This is an optimization exercise on Yosys and OpenROAD, whose aim is small area, a short achievable clock period and few clock cycles per item, not a production implementation.
In this exercise RTL edits were held to simulation tests only and were not proved equivalent to the original.

**constraint.sdc**
```tcl
create_clock -name core_clock -period 10.0 [get_ports {clk}]
set_input_delay 2.0000 -clock core_clock [delete_from_list [all_inputs] [get_ports {clk}]]
set_output_delay 2.0000 -clock core_clock [all_outputs]
set_load 0.01 [all_outputs]
```
**design.v**
```verilog
package cla_pkg;
    localparam int WORD_W = 64;
    typedef enum logic [1:0] {IDLE, RUN, DONE} state_t;
    function automatic integer idx_w(input integer n);
        idx_w = n <= 1 ? 1 : $clog2(n);
    endfunction
endpackage
module add256 (
    input  logic [255:0] a,
    input  logic [255:0] b,
    input  logic         cin,
    output logic [255:0] sum,
    output logic         cout
);
    wire [255:0] p = a ^ b;
    wire [255:0] g = a & b;
    wire [255:0] c;
    wire n1g = g[1] | p[1] & g[0];
    wire n1p = p[1] & p[0];
    wire n2g = g[3] | p[3] & g[2];
    wire n2p = p[3] & p[2];
    wire n3g = g[2] | p[2] & n1g;
    wire n3p = p[2] & n1p;
    wire n4g = n2g | n2p & n1g;
    wire n4p = n2p & n1p;
    wire n5g = g[5] | p[5] & g[4];
    wire n5p = p[5] & p[4];
    wire n6g = g[7] | p[7] & g[6];
    wire n6p = p[7] & p[6];
    wire n7g = g[6] | p[6] & n5g;
    wire n7p = p[6] & n5p;
    wire n8g = n6g | n6p & n5g;
    wire n8p = n6p & n5p;
    wire n9g = g[9] | p[9] & g[8];
    wire n9p = p[9] & p[8];
    wire n10g = g[11] | p[11] & g[10];
    wire n10p = p[11] & p[10];
    wire n11g = g[10] | p[10] & n9g;
    wire n11p = p[10] & n9p;
    wire n12g = n10g | n10p & n9g;
    wire n12p = n10p & n9p;
    wire n13g = g[13] | p[13] & g[12];
    wire n13p = p[13] & p[12];
    wire n14g = g[15] | p[15] & g[14];
    wire n14p = p[15] & p[14];
    wire n15g = g[14] | p[14] & n13g;
    wire n15p = p[14] & n13p;
    wire n16g = n14g | n14p & n13g;
    wire n16p = n14p & n13p;
    wire n17g = g[17] | p[17] & g[16];
    wire n17p = p[17] & p[16];
    wire n18g = g[19] | p[19] & g[18];
    wire n18p = p[19] & p[18];
    wire n19g = g[18] | p[18] & n17g;
    wire n19p = p[18] & n17p;
    wire n20g = n18g | n18p & n17g;
    wire n20p = n18p & n17p;
    wire n21g = g[21] | p[21] & g[20];
    wire n21p = p[21] & p[20];
    wire n22g = g[23] | p[23] & g[22];
    wire n22p = p[23] & p[22];
    wire n23g = g[22] | p[22] & n21g;
    wire n23p = p[22] & n21p;
    wire n24g = n22g | n22p & n21g;
    wire n24p = n22p & n21p;
    wire n25g = g[25] | p[25] & g[24];
    wire n25p = p[25] & p[24];
    wire n26g = g[27] | p[27] & g[26];
    wire n26p = p[27] & p[26];
    wire n27g = g[26] | p[26] & n25g;
    wire n27p = p[26] & n25p;
    wire n28g = n26g | n26p & n25g;
    wire n28p = n26p & n25p;
    wire n29g = g[29] | p[29] & g[28];
    wire n29p = p[29] & p[28];
    wire n30g = g[31] | p[31] & g[30];
    wire n30p = p[31] & p[30];
    wire n31g = g[30] | p[30] & n29g;
    wire n31p = p[30] & n29p;
    wire n32g = n30g | n30p & n29g;
    wire n32p = n30p & n29p;
    wire n33g = g[33] | p[33] & g[32];
    wire n33p = p[33] & p[32];
    wire n34g = g[35] | p[35] & g[34];
    wire n34p = p[35] & p[34];
    wire n35g = g[34] | p[34] & n33g;
    wire n35p = p[34] & n33p;
    wire n36g = n34g | n34p & n33g;
    wire n36p = n34p & n33p;
    wire n37g = g[37] | p[37] & g[36];
    wire n37p = p[37] & p[36];
    wire n38g = g[39] | p[39] & g[38];
    wire n38p = p[39] & p[38];
    wire n39g = g[38] | p[38] & n37g;
    wire n39p = p[38] & n37p;
    wire n40g = n38g | n38p & n37g;
    wire n40p = n38p & n37p;
    wire n41g = g[41] | p[41] & g[40];
    wire n41p = p[41] & p[40];
    wire n42g = g[43] | p[43] & g[42];
    wire n42p = p[43] & p[42];
    wire n43g = g[42] | p[42] & n41g;
    wire n43p = p[42] & n41p;
    wire n44g = n42g | n42p & n41g;
    wire n44p = n42p & n41p;
    wire n45g = g[45] | p[45] & g[44];
    wire n45p = p[45] & p[44];
    wire n46g = g[47] | p[47] & g[46];
    wire n46p = p[47] & p[46];
    wire n47g = g[46] | p[46] & n45g;
    wire n47p = p[46] & n45p;
    wire n48g = n46g | n46p & n45g;
    wire n48p = n46p & n45p;
    wire n49g = g[49] | p[49] & g[48];
    wire n49p = p[49] & p[48];
    wire n50g = g[51] | p[51] & g[50];
    wire n50p = p[51] & p[50];
    wire n51g = g[50] | p[50] & n49g;
    wire n51p = p[50] & n49p;
    wire n52g = n50g | n50p & n49g;
    wire n52p = n50p & n49p;
    wire n53g = g[53] | p[53] & g[52];
    wire n53p = p[53] & p[52];
    wire n54g = g[55] | p[55] & g[54];
    wire n54p = p[55] & p[54];
    wire n55g = g[54] | p[54] & n53g;
    wire n55p = p[54] & n53p;
    wire n56g = n54g | n54p & n53g;
    wire n56p = n54p & n53p;
    wire n57g = g[57] | p[57] & g[56];
    wire n57p = p[57] & p[56];
    wire n58g = g[59] | p[59] & g[58];
    wire n58p = p[59] & p[58];
    wire n59g = g[58] | p[58] & n57g;
    wire n59p = p[58] & n57p;
    wire n60g = n58g | n58p & n57g;
    wire n60p = n58p & n57p;
    wire n61g = g[61] | p[61] & g[60];
    wire n61p = p[61] & p[60];
    wire n62g = g[63] | p[63] & g[62];
    wire n62p = p[63] & p[62];
    wire n63g = g[62] | p[62] & n61g;
    wire n63p = p[62] & n61p;
    wire n64g = n62g | n62p & n61g;
    wire n64p = n62p & n61p;
    wire n65g = g[65] | p[65] & g[64];
    wire n65p = p[65] & p[64];
    wire n66g = g[67] | p[67] & g[66];
    wire n66p = p[67] & p[66];
    wire n67g = g[66] | p[66] & n65g;
    wire n67p = p[66] & n65p;
    wire n68g = n66g | n66p & n65g;
    wire n68p = n66p & n65p;
    wire n69g = g[69] | p[69] & g[68];
    wire n69p = p[69] & p[68];
    wire n70g = g[71] | p[71] & g[70];
    wire n70p = p[71] & p[70];
    wire n71g = g[70] | p[70] & n69g;
    wire n71p = p[70] & n69p;
    wire n72g = n70g | n70p & n69g;
    wire n72p = n70p & n69p;
    wire n73g = g[73] | p[73] & g[72];
    wire n73p = p[73] & p[72];
    wire n74g = g[75] | p[75] & g[74];
    wire n74p = p[75] & p[74];
    wire n75g = g[74] | p[74] & n73g;
    wire n75p = p[74] & n73p;
    wire n76g = n74g | n74p & n73g;
    wire n76p = n74p & n73p;
    wire n77g = g[77] | p[77] & g[76];
    wire n77p = p[77] & p[76];
    wire n78g = g[79] | p[79] & g[78];
    wire n78p = p[79] & p[78];
    wire n79g = g[78] | p[78] & n77g;
    wire n79p = p[78] & n77p;
    wire n80g = n78g | n78p & n77g;
    wire n80p = n78p & n77p;
    wire n81g = g[81] | p[81] & g[80];
    wire n81p = p[81] & p[80];
    wire n82g = g[83] | p[83] & g[82];
    wire n82p = p[83] & p[82];
    wire n83g = g[82] | p[82] & n81g;
    wire n83p = p[82] & n81p;
    wire n84g = n82g | n82p & n81g;
    wire n84p = n82p & n81p;
    wire n85g = g[85] | p[85] & g[84];
    wire n85p = p[85] & p[84];
    wire n86g = g[87] | p[87] & g[86];
    wire n86p = p[87] & p[86];
    wire n87g = g[86] | p[86] & n85g;
    wire n87p = p[86] & n85p;
    wire n88g = n86g | n86p & n85g;
    wire n88p = n86p & n85p;
    wire n89g = g[89] | p[89] & g[88];
    wire n89p = p[89] & p[88];
    wire n90g = g[91] | p[91] & g[90];
    wire n90p = p[91] & p[90];
    wire n91g = g[90] | p[90] & n89g;
    wire n91p = p[90] & n89p;
    wire n92g = n90g | n90p & n89g;
    wire n92p = n90p & n89p;
    wire n93g = g[93] | p[93] & g[92];
    wire n93p = p[93] & p[92];
    wire n94g = g[95] | p[95] & g[94];
    wire n94p = p[95] & p[94];
    wire n95g = g[94] | p[94] & n93g;
    wire n95p = p[94] & n93p;
    wire n96g = n94g | n94p & n93g;
    wire n96p = n94p & n93p;
    wire n97g = g[97] | p[97] & g[96];
    wire n97p = p[97] & p[96];
    wire n98g = g[99] | p[99] & g[98];
    wire n98p = p[99] & p[98];
    wire n99g = g[98] | p[98] & n97g;
    wire n99p = p[98] & n97p;
    wire n100g = n98g | n98p & n97g;
    wire n100p = n98p & n97p;
    wire n101g = g[101] | p[101] & g[100];
    wire n101p = p[101] & p[100];
    wire n102g = g[103] | p[103] & g[102];
    wire n102p = p[103] & p[102];
    wire n103g = g[102] | p[102] & n101g;
    wire n103p = p[102] & n101p;
    wire n104g = n102g | n102p & n101g;
    wire n104p = n102p & n101p;
    wire n105g = g[105] | p[105] & g[104];
    wire n105p = p[105] & p[104];
    wire n106g = g[107] | p[107] & g[106];
    wire n106p = p[107] & p[106];
    wire n107g = g[106] | p[106] & n105g;
    wire n107p = p[106] & n105p;
    wire n108g = n106g | n106p & n105g;
    wire n108p = n106p & n105p;
    wire n109g = g[109] | p[109] & g[108];
    wire n109p = p[109] & p[108];
    wire n110g = g[111] | p[111] & g[110];
    wire n110p = p[111] & p[110];
    wire n111g = g[110] | p[110] & n109g;
    wire n111p = p[110] & n109p;
    wire n112g = n110g | n110p & n109g;
    wire n112p = n110p & n109p;
    wire n113g = g[113] | p[113] & g[112];
    wire n113p = p[113] & p[112];
    wire n114g = g[115] | p[115] & g[114];
    wire n114p = p[115] & p[114];
    wire n115g = g[114] | p[114] & n113g;
    wire n115p = p[114] & n113p;
    wire n116g = n114g | n114p & n113g;
    wire n116p = n114p & n113p;
    wire n117g = g[117] | p[117] & g[116];
    wire n117p = p[117] & p[116];
    wire n118g = g[119] | p[119] & g[118];
    wire n118p = p[119] & p[118];
    wire n119g = g[118] | p[118] & n117g;
    wire n119p = p[118] & n117p;
    wire n120g = n118g | n118p & n117g;
    wire n120p = n118p & n117p;
    wire n121g = g[121] | p[121] & g[120];
    wire n121p = p[121] & p[120];
    wire n122g = g[123] | p[123] & g[122];
    wire n122p = p[123] & p[122];
    wire n123g = g[122] | p[122] & n121g;
    wire n123p = p[122] & n121p;
    wire n124g = n122g | n122p & n121g;
    wire n124p = n122p & n121p;
    wire n125g = g[125] | p[125] & g[124];
    wire n125p = p[125] & p[124];
    wire n126g = g[127] | p[127] & g[126];
    wire n126p = p[127] & p[126];
    wire n127g = g[126] | p[126] & n125g;
    wire n127p = p[126] & n125p;
    wire n128g = n126g | n126p & n125g;
    wire n128p = n126p & n125p;
    wire n129g = g[129] | p[129] & g[128];
    wire n129p = p[129] & p[128];
    wire n130g = g[131] | p[131] & g[130];
    wire n130p = p[131] & p[130];
    wire n131g = g[130] | p[130] & n129g;
    wire n131p = p[130] & n129p;
    wire n132g = n130g | n130p & n129g;
    wire n132p = n130p & n129p;
    wire n133g = g[133] | p[133] & g[132];
    wire n133p = p[133] & p[132];
    wire n134g = g[135] | p[135] & g[134];
    wire n134p = p[135] & p[134];
    wire n135g = g[134] | p[134] & n133g;
    wire n135p = p[134] & n133p;
    wire n136g = n134g | n134p & n133g;
    wire n136p = n134p & n133p;
    wire n137g = g[137] | p[137] & g[136];
    wire n137p = p[137] & p[136];
    wire n138g = g[139] | p[139] & g[138];
    wire n138p = p[139] & p[138];
    wire n139g = g[138] | p[138] & n137g;
    wire n139p = p[138] & n137p;
    wire n140g = n138g | n138p & n137g;
    wire n140p = n138p & n137p;
    wire n141g = g[141] | p[141] & g[140];
    wire n141p = p[141] & p[140];
    wire n142g = g[143] | p[143] & g[142];
    wire n142p = p[143] & p[142];
    wire n143g = g[142] | p[142] & n141g;
    wire n143p = p[142] & n141p;
    wire n144g = n142g | n142p & n141g;
    wire n144p = n142p & n141p;
    wire n145g = g[145] | p[145] & g[144];
    wire n145p = p[145] & p[144];
    wire n146g = g[147] | p[147] & g[146];
    wire n146p = p[147] & p[146];
    wire n147g = g[146] | p[146] & n145g;
    wire n147p = p[146] & n145p;
    wire n148g = n146g | n146p & n145g;
    wire n148p = n146p & n145p;
    wire n149g = g[149] | p[149] & g[148];
    wire n149p = p[149] & p[148];
    wire n150g = g[151] | p[151] & g[150];
    wire n150p = p[151] & p[150];
    wire n151g = g[150] | p[150] & n149g;
    wire n151p = p[150] & n149p;
    wire n152g = n150g | n150p & n149g;
    wire n152p = n150p & n149p;
    wire n153g = g[153] | p[153] & g[152];
    wire n153p = p[153] & p[152];
    wire n154g = g[155] | p[155] & g[154];
    wire n154p = p[155] & p[154];
    wire n155g = g[154] | p[154] & n153g;
    wire n155p = p[154] & n153p;
    wire n156g = n154g | n154p & n153g;
    wire n156p = n154p & n153p;
    wire n157g = g[157] | p[157] & g[156];
    wire n157p = p[157] & p[156];
    wire n158g = g[159] | p[159] & g[158];
    wire n158p = p[159] & p[158];
    wire n159g = g[158] | p[158] & n157g;
    wire n159p = p[158] & n157p;
    wire n160g = n158g | n158p & n157g;
    wire n160p = n158p & n157p;
    wire n161g = g[161] | p[161] & g[160];
    wire n161p = p[161] & p[160];
    wire n162g = g[163] | p[163] & g[162];
    wire n162p = p[163] & p[162];
    wire n163g = g[162] | p[162] & n161g;
    wire n163p = p[162] & n161p;
    wire n164g = n162g | n162p & n161g;
    wire n164p = n162p & n161p;
    wire n165g = g[165] | p[165] & g[164];
    wire n165p = p[165] & p[164];
    wire n166g = g[167] | p[167] & g[166];
    wire n166p = p[167] & p[166];
    wire n167g = g[166] | p[166] & n165g;
    wire n167p = p[166] & n165p;
    wire n168g = n166g | n166p & n165g;
    wire n168p = n166p & n165p;
    wire n169g = g[169] | p[169] & g[168];
    wire n169p = p[169] & p[168];
    wire n170g = g[171] | p[171] & g[170];
    wire n170p = p[171] & p[170];
    wire n171g = g[170] | p[170] & n169g;
    wire n171p = p[170] & n169p;
    wire n172g = n170g | n170p & n169g;
    wire n172p = n170p & n169p;
    wire n173g = g[173] | p[173] & g[172];
    wire n173p = p[173] & p[172];
    wire n174g = g[175] | p[175] & g[174];
    wire n174p = p[175] & p[174];
    wire n175g = g[174] | p[174] & n173g;
    wire n175p = p[174] & n173p;
    wire n176g = n174g | n174p & n173g;
    wire n176p = n174p & n173p;
    wire n177g = g[177] | p[177] & g[176];
    wire n177p = p[177] & p[176];
    wire n178g = g[179] | p[179] & g[178];
    wire n178p = p[179] & p[178];
    wire n179g = g[178] | p[178] & n177g;
    wire n179p = p[178] & n177p;
    wire n180g = n178g | n178p & n177g;
    wire n180p = n178p & n177p;
    wire n181g = g[181] | p[181] & g[180];
    wire n181p = p[181] & p[180];
    wire n182g = g[183] | p[183] & g[182];
    wire n182p = p[183] & p[182];
    wire n183g = g[182] | p[182] & n181g;
    wire n183p = p[182] & n181p;
    wire n184g = n182g | n182p & n181g;
    wire n184p = n182p & n181p;
    wire n185g = g[185] | p[185] & g[184];
    wire n185p = p[185] & p[184];
    wire n186g = g[187] | p[187] & g[186];
    wire n186p = p[187] & p[186];
    wire n187g = g[186] | p[186] & n185g;
    wire n187p = p[186] & n185p;
    wire n188g = n186g | n186p & n185g;
    wire n188p = n186p & n185p;
    wire n189g = g[189] | p[189] & g[188];
    wire n189p = p[189] & p[188];
    wire n190g = g[191] | p[191] & g[190];
    wire n190p = p[191] & p[190];
    wire n191g = g[190] | p[190] & n189g;
    wire n191p = p[190] & n189p;
    wire n192g = n190g | n190p & n189g;
    wire n192p = n190p & n189p;
    wire n193g = g[193] | p[193] & g[192];
    wire n193p = p[193] & p[192];
    wire n194g = g[195] | p[195] & g[194];
    wire n194p = p[195] & p[194];
    wire n195g = g[194] | p[194] & n193g;
    wire n195p = p[194] & n193p;
    wire n196g = n194g | n194p & n193g;
    wire n196p = n194p & n193p;
    wire n197g = g[197] | p[197] & g[196];
    wire n197p = p[197] & p[196];
    wire n198g = g[199] | p[199] & g[198];
    wire n198p = p[199] & p[198];
    wire n199g = g[198] | p[198] & n197g;
    wire n199p = p[198] & n197p;
    wire n200g = n198g | n198p & n197g;
    wire n200p = n198p & n197p;
    wire n201g = g[201] | p[201] & g[200];
    wire n201p = p[201] & p[200];
    wire n202g = g[203] | p[203] & g[202];
    wire n202p = p[203] & p[202];
    wire n203g = g[202] | p[202] & n201g;
    wire n203p = p[202] & n201p;
    wire n204g = n202g | n202p & n201g;
    wire n204p = n202p & n201p;
    wire n205g = g[205] | p[205] & g[204];
    wire n205p = p[205] & p[204];
    wire n206g = g[207] | p[207] & g[206];
    wire n206p = p[207] & p[206];
    wire n207g = g[206] | p[206] & n205g;
    wire n207p = p[206] & n205p;
    wire n208g = n206g | n206p & n205g;
    wire n208p = n206p & n205p;
    wire n209g = g[209] | p[209] & g[208];
    wire n209p = p[209] & p[208];
    wire n210g = g[211] | p[211] & g[210];
    wire n210p = p[211] & p[210];
    wire n211g = g[210] | p[210] & n209g;
    wire n211p = p[210] & n209p;
    wire n212g = n210g | n210p & n209g;
    wire n212p = n210p & n209p;
    wire n213g = g[213] | p[213] & g[212];
    wire n213p = p[213] & p[212];
    wire n214g = g[215] | p[215] & g[214];
    wire n214p = p[215] & p[214];
    wire n215g = g[214] | p[214] & n213g;
    wire n215p = p[214] & n213p;
    wire n216g = n214g | n214p & n213g;
    wire n216p = n214p & n213p;
    wire n217g = g[217] | p[217] & g[216];
    wire n217p = p[217] & p[216];
    wire n218g = g[219] | p[219] & g[218];
    wire n218p = p[219] & p[218];
    wire n219g = g[218] | p[218] & n217g;
    wire n219p = p[218] & n217p;
    wire n220g = n218g | n218p & n217g;
    wire n220p = n218p & n217p;
    wire n221g = g[221] | p[221] & g[220];
    wire n221p = p[221] & p[220];
    wire n222g = g[223] | p[223] & g[222];
    wire n222p = p[223] & p[222];
    wire n223g = g[222] | p[222] & n221g;
    wire n223p = p[222] & n221p;
    wire n224g = n222g | n222p & n221g;
    wire n224p = n222p & n221p;
    wire n225g = g[225] | p[225] & g[224];
    wire n225p = p[225] & p[224];
    wire n226g = g[227] | p[227] & g[226];
    wire n226p = p[227] & p[226];
    wire n227g = g[226] | p[226] & n225g;
    wire n227p = p[226] & n225p;
    wire n228g = n226g | n226p & n225g;
    wire n228p = n226p & n225p;
    wire n229g = g[229] | p[229] & g[228];
    wire n229p = p[229] & p[228];
    wire n230g = g[231] | p[231] & g[230];
    wire n230p = p[231] & p[230];
    wire n231g = g[230] | p[230] & n229g;
    wire n231p = p[230] & n229p;
    wire n232g = n230g | n230p & n229g;
    wire n232p = n230p & n229p;
    wire n233g = g[233] | p[233] & g[232];
    wire n233p = p[233] & p[232];
    wire n234g = g[235] | p[235] & g[234];
    wire n234p = p[235] & p[234];
    wire n235g = g[234] | p[234] & n233g;
    wire n235p = p[234] & n233p;
    wire n236g = n234g | n234p & n233g;
    wire n236p = n234p & n233p;
    wire n237g = g[237] | p[237] & g[236];
    wire n237p = p[237] & p[236];
    wire n238g = g[239] | p[239] & g[238];
    wire n238p = p[239] & p[238];
    wire n239g = g[238] | p[238] & n237g;
    wire n239p = p[238] & n237p;
    wire n240g = n238g | n238p & n237g;
    wire n240p = n238p & n237p;
    wire n241g = g[241] | p[241] & g[240];
    wire n241p = p[241] & p[240];
    wire n242g = g[243] | p[243] & g[242];
    wire n242p = p[243] & p[242];
    wire n243g = g[242] | p[242] & n241g;
    wire n243p = p[242] & n241p;
    wire n244g = n242g | n242p & n241g;
    wire n244p = n242p & n241p;
    wire n245g = g[245] | p[245] & g[244];
    wire n245p = p[245] & p[244];
    wire n246g = g[247] | p[247] & g[246];
    wire n246p = p[247] & p[246];
    wire n247g = g[246] | p[246] & n245g;
    wire n247p = p[246] & n245p;
    wire n248g = n246g | n246p & n245g;
    wire n248p = n246p & n245p;
    wire n249g = g[249] | p[249] & g[248];
    wire n249p = p[249] & p[248];
    wire n250g = g[251] | p[251] & g[250];
    wire n250p = p[251] & p[250];
    wire n251g = g[250] | p[250] & n249g;
    wire n251p = p[250] & n249p;
    wire n252g = n250g | n250p & n249g;
    wire n252p = n250p & n249p;
    wire n253g = g[253] | p[253] & g[252];
    wire n253p = p[253] & p[252];
    wire n254g = g[255] | p[255] & g[254];
    wire n254p = p[255] & p[254];
    wire n255g = g[254] | p[254] & n253g;
    wire n255p = p[254] & n253p;
    wire n256g = n254g | n254p & n253g;
    wire n256p = n254p & n253p;
    wire n257g = n4g | n4p & cin;
    wire n258g = n12g | n12p & n8g;
    wire n258p = n12p & n8p;
    wire n259g = n20g | n20p & n16g;
    wire n259p = n20p & n16p;
    wire n260g = n28g | n28p & n24g;
    wire n260p = n28p & n24p;
    wire n261g = n36g | n36p & n32g;
    wire n261p = n36p & n32p;
    wire n262g = n44g | n44p & n40g;
    wire n262p = n44p & n40p;
    wire n263g = n52g | n52p & n48g;
    wire n263p = n52p & n48p;
    wire n264g = n60g | n60p & n56g;
    wire n264p = n60p & n56p;
    wire n265g = n68g | n68p & n64g;
    wire n265p = n68p & n64p;
    wire n266g = n76g | n76p & n72g;
    wire n266p = n76p & n72p;
    wire n267g = n84g | n84p & n80g;
    wire n267p = n84p & n80p;
    wire n268g = n92g | n92p & n88g;
    wire n268p = n92p & n88p;
    wire n269g = n100g | n100p & n96g;
    wire n269p = n100p & n96p;
    wire n270g = n108g | n108p & n104g;
    wire n270p = n108p & n104p;
    wire n271g = n116g | n116p & n112g;
    wire n271p = n116p & n112p;
    wire n272g = n124g | n124p & n120g;
    wire n272p = n124p & n120p;
    wire n273g = n132g | n132p & n128g;
    wire n273p = n132p & n128p;
    wire n274g = n140g | n140p & n136g;
    wire n274p = n140p & n136p;
    wire n275g = n148g | n148p & n144g;
    wire n275p = n148p & n144p;
    wire n276g = n156g | n156p & n152g;
    wire n276p = n156p & n152p;
    wire n277g = n164g | n164p & n160g;
    wire n277p = n164p & n160p;
    wire n278g = n172g | n172p & n168g;
    wire n278p = n172p & n168p;
    wire n279g = n180g | n180p & n176g;
    wire n279p = n180p & n176p;
    wire n280g = n188g | n188p & n184g;
    wire n280p = n188p & n184p;
    wire n281g = n196g | n196p & n192g;
    wire n281p = n196p & n192p;
    wire n282g = n204g | n204p & n200g;
    wire n282p = n204p & n200p;
    wire n283g = n212g | n212p & n208g;
    wire n283p = n212p & n208p;
    wire n284g = n220g | n220p & n216g;
    wire n284p = n220p & n216p;
    wire n285g = n228g | n228p & n224g;
    wire n285p = n228p & n224p;
    wire n286g = n236g | n236p & n232g;
    wire n286p = n236p & n232p;
    wire n287g = n244g | n244p & n240g;
    wire n287p = n244p & n240p;
    wire n288g = n252g | n252p & n248g;
    wire n288p = n252p & n248p;
    wire n289g = n258g | n258p & n257g;
    wire n290g = n260g | n260p & n259g;
    wire n290p = n260p & n259p;
    wire n291g = n262g | n262p & n261g;
    wire n291p = n262p & n261p;
    wire n292g = n264g | n264p & n263g;
    wire n292p = n264p & n263p;
    wire n293g = n266g | n266p & n265g;
    wire n293p = n266p & n265p;
    wire n294g = n268g | n268p & n267g;
    wire n294p = n268p & n267p;
    wire n295g = n270g | n270p & n269g;
    wire n295p = n270p & n269p;
    wire n296g = n272g | n272p & n271g;
    wire n296p = n272p & n271p;
    wire n297g = n274g | n274p & n273g;
    wire n297p = n274p & n273p;
    wire n298g = n276g | n276p & n275g;
    wire n298p = n276p & n275p;
    wire n299g = n278g | n278p & n277g;
    wire n299p = n278p & n277p;
    wire n300g = n280g | n280p & n279g;
    wire n300p = n280p & n279p;
    wire n301g = n282g | n282p & n281g;
    wire n301p = n282p & n281p;
    wire n302g = n284g | n284p & n283g;
    wire n302p = n284p & n283p;
    wire n303g = n286g | n286p & n285g;
    wire n303p = n286p & n285p;
    wire n304g = n288g | n288p & n287g;
    wire n304p = n288p & n287p;
    wire n305g = n290g | n290p & n289g;
    wire n306g = n292g | n292p & n291g;
    wire n306p = n292p & n291p;
    wire n307g = n294g | n294p & n293g;
    wire n307p = n294p & n293p;
    wire n308g = n296g | n296p & n295g;
    wire n308p = n296p & n295p;
    wire n309g = n298g | n298p & n297g;
    wire n309p = n298p & n297p;
    wire n310g = n300g | n300p & n299g;
    wire n310p = n300p & n299p;
    wire n311g = n302g | n302p & n301g;
    wire n311p = n302p & n301p;
    wire n312g = n304g | n304p & n303g;
    wire n312p = n304p & n303p;
    wire n313g = n306g | n306p & n305g;
    wire n314g = n308g | n308p & n307g;
    wire n314p = n308p & n307p;
    wire n315g = n310g | n310p & n309g;
    wire n315p = n310p & n309p;
    wire n316g = n312g | n312p & n311g;
    wire n316p = n312p & n311p;
    wire n317g = n314g | n314p & n313g;
    wire n318g = n316g | n316p & n315g;
    wire n318p = n316p & n315p;
    wire n319g = n318g | n318p & n317g;
    wire n320g = n315g | n315p & n317g;
    wire n321g = n307g | n307p & n313g;
    wire n322g = n309g | n309p & n317g;
    wire n323g = n311g | n311p & n320g;
    wire n324g = n291g | n291p & n305g;
    wire n325g = n293g | n293p & n313g;
    wire n326g = n295g | n295p & n321g;
    wire n327g = n297g | n297p & n317g;
    wire n328g = n299g | n299p & n322g;
    wire n329g = n301g | n301p & n320g;
    wire n330g = n303g | n303p & n323g;
    wire n331g = n259g | n259p & n289g;
    wire n332g = n261g | n261p & n305g;
    wire n333g = n263g | n263p & n324g;
    wire n334g = n265g | n265p & n313g;
    wire n335g = n267g | n267p & n325g;
    wire n336g = n269g | n269p & n321g;
    wire n337g = n271g | n271p & n326g;
    wire n338g = n273g | n273p & n317g;
    wire n339g = n275g | n275p & n327g;
    wire n340g = n277g | n277p & n322g;
    wire n341g = n279g | n279p & n328g;
    wire n342g = n281g | n281p & n320g;
    wire n343g = n283g | n283p & n329g;
    wire n344g = n285g | n285p & n323g;
    wire n345g = n287g | n287p & n330g;
    wire n346g = n8g | n8p & n257g;
    wire n347g = n16g | n16p & n289g;
    wire n348g = n24g | n24p & n331g;
    wire n349g = n32g | n32p & n305g;
    wire n350g = n40g | n40p & n332g;
    wire n351g = n48g | n48p & n324g;
    wire n352g = n56g | n56p & n333g;
    wire n353g = n64g | n64p & n313g;
    wire n354g = n72g | n72p & n334g;
    wire n355g = n80g | n80p & n325g;
    wire n356g = n88g | n88p & n335g;
    wire n357g = n96g | n96p & n321g;
    wire n358g = n104g | n104p & n336g;
    wire n359g = n112g | n112p & n326g;
    wire n360g = n120g | n120p & n337g;
    wire n361g = n128g | n128p & n317g;
    wire n362g = n136g | n136p & n338g;
    wire n363g = n144g | n144p & n327g;
    wire n364g = n152g | n152p & n339g;
    wire n365g = n160g | n160p & n322g;
    wire n366g = n168g | n168p & n340g;
    wire n367g = n176g | n176p & n328g;
    wire n368g = n184g | n184p & n341g;
    wire n369g = n192g | n192p & n320g;
    wire n370g = n200g | n200p & n342g;
    wire n371g = n208g | n208p & n329g;
    wire n372g = n216g | n216p & n343g;
    wire n373g = n224g | n224p & n323g;
    wire n374g = n232g | n232p & n344g;
    wire n375g = n240g | n240p & n330g;
    wire n376g = n248g | n248p & n345g;
    wire n377g = n256g | n256p & n319g;
    assign c[0] = cin;
    wire n378g = g[0] | p[0] & cin;
    assign c[1] = n378g;
    wire n379g = n1g | n1p & cin;
    assign c[2] = n379g;
    wire n380g = n3g | n3p & cin;
    assign c[3] = n380g;
    assign c[4] = n257g;
    wire n381g = g[4] | p[4] & n257g;
    assign c[5] = n381g;
    wire n382g = n5g | n5p & n257g;
    assign c[6] = n382g;
    wire n383g = n7g | n7p & n257g;
    assign c[7] = n383g;
    assign c[8] = n346g;
    wire n384g = g[8] | p[8] & n346g;
    assign c[9] = n384g;
    wire n385g = n9g | n9p & n346g;
    assign c[10] = n385g;
    wire n386g = n11g | n11p & n346g;
    assign c[11] = n386g;
    assign c[12] = n289g;
    wire n387g = g[12] | p[12] & n289g;
    assign c[13] = n387g;
    wire n388g = n13g | n13p & n289g;
    assign c[14] = n388g;
    wire n389g = n15g | n15p & n289g;
    assign c[15] = n389g;
    assign c[16] = n347g;
    wire n390g = g[16] | p[16] & n347g;
    assign c[17] = n390g;
    wire n391g = n17g | n17p & n347g;
    assign c[18] = n391g;
    wire n392g = n19g | n19p & n347g;
    assign c[19] = n392g;
    assign c[20] = n331g;
    wire n393g = g[20] | p[20] & n331g;
    assign c[21] = n393g;
    wire n394g = n21g | n21p & n331g;
    assign c[22] = n394g;
    wire n395g = n23g | n23p & n331g;
    assign c[23] = n395g;
    assign c[24] = n348g;
    wire n396g = g[24] | p[24] & n348g;
    assign c[25] = n396g;
    wire n397g = n25g | n25p & n348g;
    assign c[26] = n397g;
    wire n398g = n27g | n27p & n348g;
    assign c[27] = n398g;
    assign c[28] = n305g;
    wire n399g = g[28] | p[28] & n305g;
    assign c[29] = n399g;
    wire n400g = n29g | n29p & n305g;
    assign c[30] = n400g;
    wire n401g = n31g | n31p & n305g;
    assign c[31] = n401g;
    assign c[32] = n349g;
    wire n402g = g[32] | p[32] & n349g;
    assign c[33] = n402g;
    wire n403g = n33g | n33p & n349g;
    assign c[34] = n403g;
    wire n404g = n35g | n35p & n349g;
    assign c[35] = n404g;
    assign c[36] = n332g;
    wire n405g = g[36] | p[36] & n332g;
    assign c[37] = n405g;
    wire n406g = n37g | n37p & n332g;
    assign c[38] = n406g;
    wire n407g = n39g | n39p & n332g;
    assign c[39] = n407g;
    assign c[40] = n350g;
    wire n408g = g[40] | p[40] & n350g;
    assign c[41] = n408g;
    wire n409g = n41g | n41p & n350g;
    assign c[42] = n409g;
    wire n410g = n43g | n43p & n350g;
    assign c[43] = n410g;
    assign c[44] = n324g;
    wire n411g = g[44] | p[44] & n324g;
    assign c[45] = n411g;
    wire n412g = n45g | n45p & n324g;
    assign c[46] = n412g;
    wire n413g = n47g | n47p & n324g;
    assign c[47] = n413g;
    assign c[48] = n351g;
    wire n414g = g[48] | p[48] & n351g;
    assign c[49] = n414g;
    wire n415g = n49g | n49p & n351g;
    assign c[50] = n415g;
    wire n416g = n51g | n51p & n351g;
    assign c[51] = n416g;
    assign c[52] = n333g;
    wire n417g = g[52] | p[52] & n333g;
    assign c[53] = n417g;
    wire n418g = n53g | n53p & n333g;
    assign c[54] = n418g;
    wire n419g = n55g | n55p & n333g;
    assign c[55] = n419g;
    assign c[56] = n352g;
    wire n420g = g[56] | p[56] & n352g;
    assign c[57] = n420g;
    wire n421g = n57g | n57p & n352g;
    assign c[58] = n421g;
    wire n422g = n59g | n59p & n352g;
    assign c[59] = n422g;
    assign c[60] = n313g;
    wire n423g = g[60] | p[60] & n313g;
    assign c[61] = n423g;
    wire n424g = n61g | n61p & n313g;
    assign c[62] = n424g;
    wire n425g = n63g | n63p & n313g;
    assign c[63] = n425g;
    assign c[64] = n353g;
    wire n426g = g[64] | p[64] & n353g;
    assign c[65] = n426g;
    wire n427g = n65g | n65p & n353g;
    assign c[66] = n427g;
    wire n428g = n67g | n67p & n353g;
    assign c[67] = n428g;
    assign c[68] = n334g;
    wire n429g = g[68] | p[68] & n334g;
    assign c[69] = n429g;
    wire n430g = n69g | n69p & n334g;
    assign c[70] = n430g;
    wire n431g = n71g | n71p & n334g;
    assign c[71] = n431g;
    assign c[72] = n354g;
    wire n432g = g[72] | p[72] & n354g;
    assign c[73] = n432g;
    wire n433g = n73g | n73p & n354g;
    assign c[74] = n433g;
    wire n434g = n75g | n75p & n354g;
    assign c[75] = n434g;
    assign c[76] = n325g;
    wire n435g = g[76] | p[76] & n325g;
    assign c[77] = n435g;
    wire n436g = n77g | n77p & n325g;
    assign c[78] = n436g;
    wire n437g = n79g | n79p & n325g;
    assign c[79] = n437g;
    assign c[80] = n355g;
    wire n438g = g[80] | p[80] & n355g;
    assign c[81] = n438g;
    wire n439g = n81g | n81p & n355g;
    assign c[82] = n439g;
    wire n440g = n83g | n83p & n355g;
    assign c[83] = n440g;
    assign c[84] = n335g;
    wire n441g = g[84] | p[84] & n335g;
    assign c[85] = n441g;
    wire n442g = n85g | n85p & n335g;
    assign c[86] = n442g;
    wire n443g = n87g | n87p & n335g;
    assign c[87] = n443g;
    assign c[88] = n356g;
    wire n444g = g[88] | p[88] & n356g;
    assign c[89] = n444g;
    wire n445g = n89g | n89p & n356g;
    assign c[90] = n445g;
    wire n446g = n91g | n91p & n356g;
    assign c[91] = n446g;
    assign c[92] = n321g;
    wire n447g = g[92] | p[92] & n321g;
    assign c[93] = n447g;
    wire n448g = n93g | n93p & n321g;
    assign c[94] = n448g;
    wire n449g = n95g | n95p & n321g;
    assign c[95] = n449g;
    assign c[96] = n357g;
    wire n450g = g[96] | p[96] & n357g;
    assign c[97] = n450g;
    wire n451g = n97g | n97p & n357g;
    assign c[98] = n451g;
    wire n452g = n99g | n99p & n357g;
    assign c[99] = n452g;
    assign c[100] = n336g;
    wire n453g = g[100] | p[100] & n336g;
    assign c[101] = n453g;
    wire n454g = n101g | n101p & n336g;
    assign c[102] = n454g;
    wire n455g = n103g | n103p & n336g;
    assign c[103] = n455g;
    assign c[104] = n358g;
    wire n456g = g[104] | p[104] & n358g;
    assign c[105] = n456g;
    wire n457g = n105g | n105p & n358g;
    assign c[106] = n457g;
    wire n458g = n107g | n107p & n358g;
    assign c[107] = n458g;
    assign c[108] = n326g;
    wire n459g = g[108] | p[108] & n326g;
    assign c[109] = n459g;
    wire n460g = n109g | n109p & n326g;
    assign c[110] = n460g;
    wire n461g = n111g | n111p & n326g;
    assign c[111] = n461g;
    assign c[112] = n359g;
    wire n462g = g[112] | p[112] & n359g;
    assign c[113] = n462g;
    wire n463g = n113g | n113p & n359g;
    assign c[114] = n463g;
    wire n464g = n115g | n115p & n359g;
    assign c[115] = n464g;
    assign c[116] = n337g;
    wire n465g = g[116] | p[116] & n337g;
    assign c[117] = n465g;
    wire n466g = n117g | n117p & n337g;
    assign c[118] = n466g;
    wire n467g = n119g | n119p & n337g;
    assign c[119] = n467g;
    assign c[120] = n360g;
    wire n468g = g[120] | p[120] & n360g;
    assign c[121] = n468g;
    wire n469g = n121g | n121p & n360g;
    assign c[122] = n469g;
    wire n470g = n123g | n123p & n360g;
    assign c[123] = n470g;
    assign c[124] = n317g;
    wire n471g = g[124] | p[124] & n317g;
    assign c[125] = n471g;
    wire n472g = n125g | n125p & n317g;
    assign c[126] = n472g;
    wire n473g = n127g | n127p & n317g;
    assign c[127] = n473g;
    assign c[128] = n361g;
    wire n474g = g[128] | p[128] & n361g;
    assign c[129] = n474g;
    wire n475g = n129g | n129p & n361g;
    assign c[130] = n475g;
    wire n476g = n131g | n131p & n361g;
    assign c[131] = n476g;
    assign c[132] = n338g;
    wire n477g = g[132] | p[132] & n338g;
    assign c[133] = n477g;
    wire n478g = n133g | n133p & n338g;
    assign c[134] = n478g;
    wire n479g = n135g | n135p & n338g;
    assign c[135] = n479g;
    assign c[136] = n362g;
    wire n480g = g[136] | p[136] & n362g;
    assign c[137] = n480g;
    wire n481g = n137g | n137p & n362g;
    assign c[138] = n481g;
    wire n482g = n139g | n139p & n362g;
    assign c[139] = n482g;
    assign c[140] = n327g;
    wire n483g = g[140] | p[140] & n327g;
    assign c[141] = n483g;
    wire n484g = n141g | n141p & n327g;
    assign c[142] = n484g;
    wire n485g = n143g | n143p & n327g;
    assign c[143] = n485g;
    assign c[144] = n363g;
    wire n486g = g[144] | p[144] & n363g;
    assign c[145] = n486g;
    wire n487g = n145g | n145p & n363g;
    assign c[146] = n487g;
    wire n488g = n147g | n147p & n363g;
    assign c[147] = n488g;
    assign c[148] = n339g;
    wire n489g = g[148] | p[148] & n339g;
    assign c[149] = n489g;
    wire n490g = n149g | n149p & n339g;
    assign c[150] = n490g;
    wire n491g = n151g | n151p & n339g;
    assign c[151] = n491g;
    assign c[152] = n364g;
    wire n492g = g[152] | p[152] & n364g;
    assign c[153] = n492g;
    wire n493g = n153g | n153p & n364g;
    assign c[154] = n493g;
    wire n494g = n155g | n155p & n364g;
    assign c[155] = n494g;
    assign c[156] = n322g;
    wire n495g = g[156] | p[156] & n322g;
    assign c[157] = n495g;
    wire n496g = n157g | n157p & n322g;
    assign c[158] = n496g;
    wire n497g = n159g | n159p & n322g;
    assign c[159] = n497g;
    assign c[160] = n365g;
    wire n498g = g[160] | p[160] & n365g;
    assign c[161] = n498g;
    wire n499g = n161g | n161p & n365g;
    assign c[162] = n499g;
    wire n500g = n163g | n163p & n365g;
    assign c[163] = n500g;
    assign c[164] = n340g;
    wire n501g = g[164] | p[164] & n340g;
    assign c[165] = n501g;
    wire n502g = n165g | n165p & n340g;
    assign c[166] = n502g;
    wire n503g = n167g | n167p & n340g;
    assign c[167] = n503g;
    assign c[168] = n366g;
    wire n504g = g[168] | p[168] & n366g;
    assign c[169] = n504g;
    wire n505g = n169g | n169p & n366g;
    assign c[170] = n505g;
    wire n506g = n171g | n171p & n366g;
    assign c[171] = n506g;
    assign c[172] = n328g;
    wire n507g = g[172] | p[172] & n328g;
    assign c[173] = n507g;
    wire n508g = n173g | n173p & n328g;
    assign c[174] = n508g;
    wire n509g = n175g | n175p & n328g;
    assign c[175] = n509g;
    assign c[176] = n367g;
    wire n510g = g[176] | p[176] & n367g;
    assign c[177] = n510g;
    wire n511g = n177g | n177p & n367g;
    assign c[178] = n511g;
    wire n512g = n179g | n179p & n367g;
    assign c[179] = n512g;
    assign c[180] = n341g;
    wire n513g = g[180] | p[180] & n341g;
    assign c[181] = n513g;
    wire n514g = n181g | n181p & n341g;
    assign c[182] = n514g;
    wire n515g = n183g | n183p & n341g;
    assign c[183] = n515g;
    assign c[184] = n368g;
    wire n516g = g[184] | p[184] & n368g;
    assign c[185] = n516g;
    wire n517g = n185g | n185p & n368g;
    assign c[186] = n517g;
    wire n518g = n187g | n187p & n368g;
    assign c[187] = n518g;
    assign c[188] = n320g;
    wire n519g = g[188] | p[188] & n320g;
    assign c[189] = n519g;
    wire n520g = n189g | n189p & n320g;
    assign c[190] = n520g;
    wire n521g = n191g | n191p & n320g;
    assign c[191] = n521g;
    assign c[192] = n369g;
    wire n522g = g[192] | p[192] & n369g;
    assign c[193] = n522g;
    wire n523g = n193g | n193p & n369g;
    assign c[194] = n523g;
    wire n524g = n195g | n195p & n369g;
    assign c[195] = n524g;
    assign c[196] = n342g;
    wire n525g = g[196] | p[196] & n342g;
    assign c[197] = n525g;
    wire n526g = n197g | n197p & n342g;
    assign c[198] = n526g;
    wire n527g = n199g | n199p & n342g;
    assign c[199] = n527g;
    assign c[200] = n370g;
    wire n528g = g[200] | p[200] & n370g;
    assign c[201] = n528g;
    wire n529g = n201g | n201p & n370g;
    assign c[202] = n529g;
    wire n530g = n203g | n203p & n370g;
    assign c[203] = n530g;
    assign c[204] = n329g;
    wire n531g = g[204] | p[204] & n329g;
    assign c[205] = n531g;
    wire n532g = n205g | n205p & n329g;
    assign c[206] = n532g;
    wire n533g = n207g | n207p & n329g;
    assign c[207] = n533g;
    assign c[208] = n371g;
    wire n534g = g[208] | p[208] & n371g;
    assign c[209] = n534g;
    wire n535g = n209g | n209p & n371g;
    assign c[210] = n535g;
    wire n536g = n211g | n211p & n371g;
    assign c[211] = n536g;
    assign c[212] = n343g;
    wire n537g = g[212] | p[212] & n343g;
    assign c[213] = n537g;
    wire n538g = n213g | n213p & n343g;
    assign c[214] = n538g;
    wire n539g = n215g | n215p & n343g;
    assign c[215] = n539g;
    assign c[216] = n372g;
    wire n540g = g[216] | p[216] & n372g;
    assign c[217] = n540g;
    wire n541g = n217g | n217p & n372g;
    assign c[218] = n541g;
    wire n542g = n219g | n219p & n372g;
    assign c[219] = n542g;
    assign c[220] = n323g;
    wire n543g = g[220] | p[220] & n323g;
    assign c[221] = n543g;
    wire n544g = n221g | n221p & n323g;
    assign c[222] = n544g;
    wire n545g = n223g | n223p & n323g;
    assign c[223] = n545g;
    assign c[224] = n373g;
    wire n546g = g[224] | p[224] & n373g;
    assign c[225] = n546g;
    wire n547g = n225g | n225p & n373g;
    assign c[226] = n547g;
    wire n548g = n227g | n227p & n373g;
    assign c[227] = n548g;
    assign c[228] = n344g;
    wire n549g = g[228] | p[228] & n344g;
    assign c[229] = n549g;
    wire n550g = n229g | n229p & n344g;
    assign c[230] = n550g;
    wire n551g = n231g | n231p & n344g;
    assign c[231] = n551g;
    assign c[232] = n374g;
    wire n552g = g[232] | p[232] & n374g;
    assign c[233] = n552g;
    wire n553g = n233g | n233p & n374g;
    assign c[234] = n553g;
    wire n554g = n235g | n235p & n374g;
    assign c[235] = n554g;
    assign c[236] = n330g;
    wire n555g = g[236] | p[236] & n330g;
    assign c[237] = n555g;
    wire n556g = n237g | n237p & n330g;
    assign c[238] = n556g;
    wire n557g = n239g | n239p & n330g;
    assign c[239] = n557g;
    assign c[240] = n375g;
    wire n558g = g[240] | p[240] & n375g;
    assign c[241] = n558g;
    wire n559g = n241g | n241p & n375g;
    assign c[242] = n559g;
    wire n560g = n243g | n243p & n375g;
    assign c[243] = n560g;
    assign c[244] = n345g;
    wire n561g = g[244] | p[244] & n345g;
    assign c[245] = n561g;
    wire n562g = n245g | n245p & n345g;
    assign c[246] = n562g;
    wire n563g = n247g | n247p & n345g;
    assign c[247] = n563g;
    assign c[248] = n376g;
    wire n564g = g[248] | p[248] & n376g;
    assign c[249] = n564g;
    wire n565g = n249g | n249p & n376g;
    assign c[250] = n565g;
    wire n566g = n251g | n251p & n376g;
    assign c[251] = n566g;
    assign c[252] = n319g;
    wire n567g = g[252] | p[252] & n319g;
    assign c[253] = n567g;
    wire n568g = n253g | n253p & n319g;
    assign c[254] = n568g;
    wire n569g = n255g | n255p & n319g;
    assign c[255] = n569g;
    assign sum  = p ^ c;
    assign cout = n377g;
endmodule
import cla_pkg::*;
module cla_mp_add_seq #(
    parameter int NUM_WORDS = 4
) (
    input  logic                                 clk,
    input  logic                                 rst,
    input  logic                                 in_valid,
    output logic                                 in_ready,
    input  logic [NUM_WORDS*cla_pkg::WORD_W-1:0] in_a,
    input  logic [NUM_WORDS*cla_pkg::WORD_W-1:0] in_b,
    input  logic                                 in_cin,
    input  logic                                 in_sub,
    output logic                                 out_valid,
    input  logic                                 out_ready,
    output logic [NUM_WORDS*cla_pkg::WORD_W-1:0] out_sum,
    output logic                                 out_cout,
    output logic                                 out_ovf,
    output logic                                 busy
);
    localparam int W = NUM_WORDS * WORD_W;
    logic [W-1:0] bb, s, sum_r;
    logic         c0, co, cout_r, ovf_r, valid_r, take;
    assign bb   = in_b ^ {W{in_sub}};
    assign c0   = in_cin ^ in_sub;
    assign take = ~valid_r | out_ready;
    add256 u_add (.a(in_a), .b(bb), .cin(c0), .sum(s), .cout(co));
    always_ff @(posedge clk) begin
        if (rst) valid_r <= 1'b0;
        else if (take) valid_r <= in_valid;
    end
    always_ff @(posedge clk) begin
        if (take) begin
            sum_r  <= s;
            cout_r <= co;
            ovf_r  <= in_a[W-1] ^ bb[W-1] ^ s[W-1] ^ co;
        end
    end
    assign in_ready  = take;
    assign out_valid = valid_r;
    assign busy      = valid_r;
    assign out_sum   = sum_r;
    assign out_cout  = cout_r;
    assign out_ovf   = ovf_r;
endmodule
```
**standard.sh**
```bash
#!/bin/bash
# synth_recipe.tcl (not shown) runs the flow's synth.tcl, then flattens the netlist and writes it again
# the make line also repeats each setting of config.mk as NAME=value (left out here)
make -C /OpenROAD-flow-scripts/flow DESIGN_CONFIG=/design/flow/config.mk WORK_HOME=/design/flow/orfs CLKGATE_MAP_FILE= SYNTH_SCRIPT=/design/flow/synth_recipe.tcl "${@:-finish}"
```
**config.mk**
```make
export PLATFORM = sky130hd
export DESIGN_NAME = cla_mp_add_seq
export DESIGN_NICKNAME = cla_mp_add_seq
export VERILOG_FILES = /design/flow/design.v
export SDC_FILE = /design/flow/constraint.sdc
export NUM_CORES = 4
export LEC_CHECK = 0
export ABC_AREA = 1
export CAP_MARGIN = 20
export CORE_MARGIN = 2
export CORE_UTILIZATION = 40
export CTS_BUF_LIST = sky130_fd_sc_hd__clkbuf_4 sky130_fd_sc_hd__clkbuf_8
export SETUP_SLACK_MARGIN = 5
export SLEW_MARGIN = 20
```
**flow/run.sh**
```bash
#!/bin/bash
# Layout flow: the standard ORFS flow, with the port buffers inserted as the smallest buffer
# (repair_design and repair_timing still resize them where timing needs it).
set -euo pipefail
export BUFFER_PORTS_ARGS="-buffer_cell sky130_fd_sc_hd__buf_1"
bash standard.sh > standard_flow.log 2>&1
```
==> summary.txt <==
## worst paths after layout
kind / startpoint / cells after the start / endpoint
hold / removal: valid_r / 2 / valid_r
hold reg to reg: valid_r / 2 / valid_r
setup / recovery: in_sub / 25 / sum_r[248]
setup reg to reg: valid_r / 3 / sum_r[49]
## synth_stat cells, drive strengths merged, types with 2 or more instances
cell type	n	area (um2)
nand2	425	1670
ha	256	3200
a21oi	152	780
nor4	4	31.3
buf	25	101
a31o	6	52.6
o211ai	4	30.0
nor3	14	75.1
inv	353	1330
a21o	40	300
a211o	2	17.5
nand3	71	370
a21boi	3	22.5
clkbuf	5	18.8
xor2	296	2590
a31oi	5	31.3
o21ai	23	123
o21bai	26	210
xnor2	141	1230
nand4	8	50.1
fa	64	1280
nor2	78	293
edfxtp	258	7750
## cell type report
cell class | count | area [um2]
flip-flops and latches | 259 | 7770
clock inverters | 25 | 268
clock buffers | 68 | 848
multi-input cells | 1625 | 13100
repair buffers | 834 | 3800
diodes | 19 | 47.5
fillers | 5145 | 25600
well taps | 696 | 871
inverters | 353 | 1330
## registers in the layout (all words and copies together), names as in the netlist
name,count
sum_r,256
cout_r,1
ovf_r,1
valid_r,1
## what timing repair did
item | CTS | global route
pin swaps | 10 | 29
gates resized for setup | 38 | 69
setup endpoints to repair | 182 | 57
cloned | 11 | 11
setup buffers | 9 | 17
## metrics by stage
step	cell area [um2]	setup slack (ps)	util, %
after floorplan	22000	4760	-
after global placement	25600	3490	47.7
after detailed placement	25600	3390	47.7
after CTS	27300	5010	50.9
after global routing	28000	4940	52.2
final	28000	5080	52.3
## logic make-up after synthesis
family          share of synthesized area [%]
fa+ha+maj                                20.7
compound gates                           7.40
buf+inv                                  6.68
flops                                    35.9
xor+xnor                                 17.7
simple gates                             11.6
## per-layer routing
layer | up-vias | share of wire [%] | global-route usage (%)
met1 | 9033 | 38 | 30.9
met2 | 761 | 49 | 48.0
met4 | 20 | 5.0 | 13.3
li1 | 9158 | - | -
met3 | 205 | 8.4 | 8.49
met5 | - | 0.15 | 0
## report_power, final
part / switching, mW / total, mW / internal, mW
Sequential: 0.110 / 1.75 / 1.64
Clock: 0.519 / 1.23 / 0.707
Combinational: 1.22 / 1.95 / 0.721
## tightest hold or removal path, stage by stage, from the launching register on
cell	delay [ps]
dfxtp_1	380
nand2_8	230
a21oi_1	100
==> impl_metrics.py <==
metrics = {
    "floorplan": {
        "die_w_um": 237,
        "die_height_um": 237,
        "std_cell_rows": 85,
        "core-area_um2": 53600,
        "dieArea_um2": 56000,
        "start_util_pct": 40.4,
        "pin_count": 779,
    },
    "worst_setup_path": {
        "crit_buf_inv": 4,
        "start_kind": "primary input",
        "crit_family": "simple AND/OR/NAND/NOR gates",
        "critPathMostFrequentCell": "nand2_2",
        "crit_required_ps": 10380,
        "crit_fanout": 7,
        "crit_path_end_kind": "flip-flop",
        "cp.arrival_ps": 5300,
        "critical_path_class": "primary input to flip-flop",
        "rrSetupSlack_ps": 7530,
        "slowest_stage": "fa_2",
        "slowest_delay_ps": 510,
    },
    "power_and_ir_drop": {
        "leakagePower_nw": 12.9,
        "power.density_nw_per_um2": 176,
        "power_mw": 4.92,
        "ir_worst_vdd_v": 0.0000943,
    },
    "route": {
        "drcViolationCount": 0,
        "vias_per_cell": 4.94,
        "postRouteAntennaNets": 0,
        "drt_iter0_drc": 1009,
        "first_pass_iters": 5,
        "routed_wl_mm": 81.5,
        "wl_per_cell_um": 21.0,
        "num_vias": 19200,
    },
    "global_routing": {
        "grt_usage_pct": 27.7,
        "overflow": 0,
        "grt_pass1_vias": 19500,
        "antenna_found_initial": 29,
        "grt_max_degree": 68,
        "grt_pass1_wl_mm": 116,
    },
    "status": {
        "outcome": "finished clean",
    },
    "flow_run": {
        "max-cap-violations": 0,
    },
    "final_layout": {
        "mostFrequentLayoutCell": "buf_1",
        "synthToLayoutAreaGrowth_pct": 29.5,
        "most-common-layout-cells": "buf_1, nand2_1, inv_1",
        "stdcell_count": 3879,
        "fin_nets": 3963,
        "drive_gt1_share_pct": 8.66,
    },
    "placement": {
        "dp.final_hpwl_mm": 63.2,
        "place_inst": 3719,
        "port_buffers": 778,
        "gp_congestion": 0.974,
    },
    "clocking": {
        "cts_buffer_depth": 3,
        "hold_buffers": 0,
        "cts.sinks": 259,
        "numCtsBuffers": 52,
        "clkTransAtPathRegs_ps": 60,
        "htree_levels": 2,
        "worstSkewPairLatency_ps": 660,
        "cts_root_buffer": "clkbuf_8",
        "cts_tree": "done",
    },
    "timing": {
        "rsz0062_at_grt": "true",
        "maxSlewHeadroom_pct": 39.9,
        "final.setup.tns_ps": 0,
        "fin_crit_sh_pct": 49.2,
        "fin_crit_ps": 4920,
        "worst-slew-pin-transition_ps": 901,
        "finalSetupViolCount": 0,
        "holdWs_ps": 768,
        "fin_skew_ps": 28.6,
        "drv_slew": 0,
        "max_freq_ghz": 0.203,
        "hold_viol": 0,
    },
    "synthesis": {
        "ys_dominant_reg_cell": "edfxtp_1",
        "ys_warn_count": 1,
        "syn-mean-instance-area_um2": 9.54,
        "synth_edf_count": 258,
        "ys_types": 43,
        "seq_area_frac_synth_pct": 35.9,
        "syn_nets": 3105,
        "synth_seq_cells": 259,
        "netlist_area_um2": 21600,
        "synth_cells": 2267,
        "synth_async_sr_flop_share_pct": 0,
    },
    "min_path": {
        "worstHoldPathType": "flip-flop to flip-flop",
    },
}
Testbench counts, summed over its fixed seeds: cycles 1,608, items 1,600.

==> what the ideal ports hide <==
The flow's constraints put no driver on any port. The routed layout listed below was extracted and timed again, unchanged, in two steps. Step 1 assumes that a clkbuf_16 drives the clock port and a buf_2 every other input. Step 2, shift: input delay + t, output delay - t, t = (earliest + latest rising clock arrival at the registers) / 2. This alone moves slack from input paths to output paths. Three values: ideal ports, drivers, drivers and shift; two values: the first two.
shift t [ns]: 0.691
setup slack, ns: 5.079 / 4.883 / 4.192
hold slack, ns: 0.768 / 0.768 / 0.768
worst setup path at the end: input to register
worst register clock-pin slew, ns: 0.07 / 0.07
After both steps setup and hold are still met in this run. For this run, drivers alone change the setup slack by -0.196 ns; drivers and shift together by -0.887 ns.
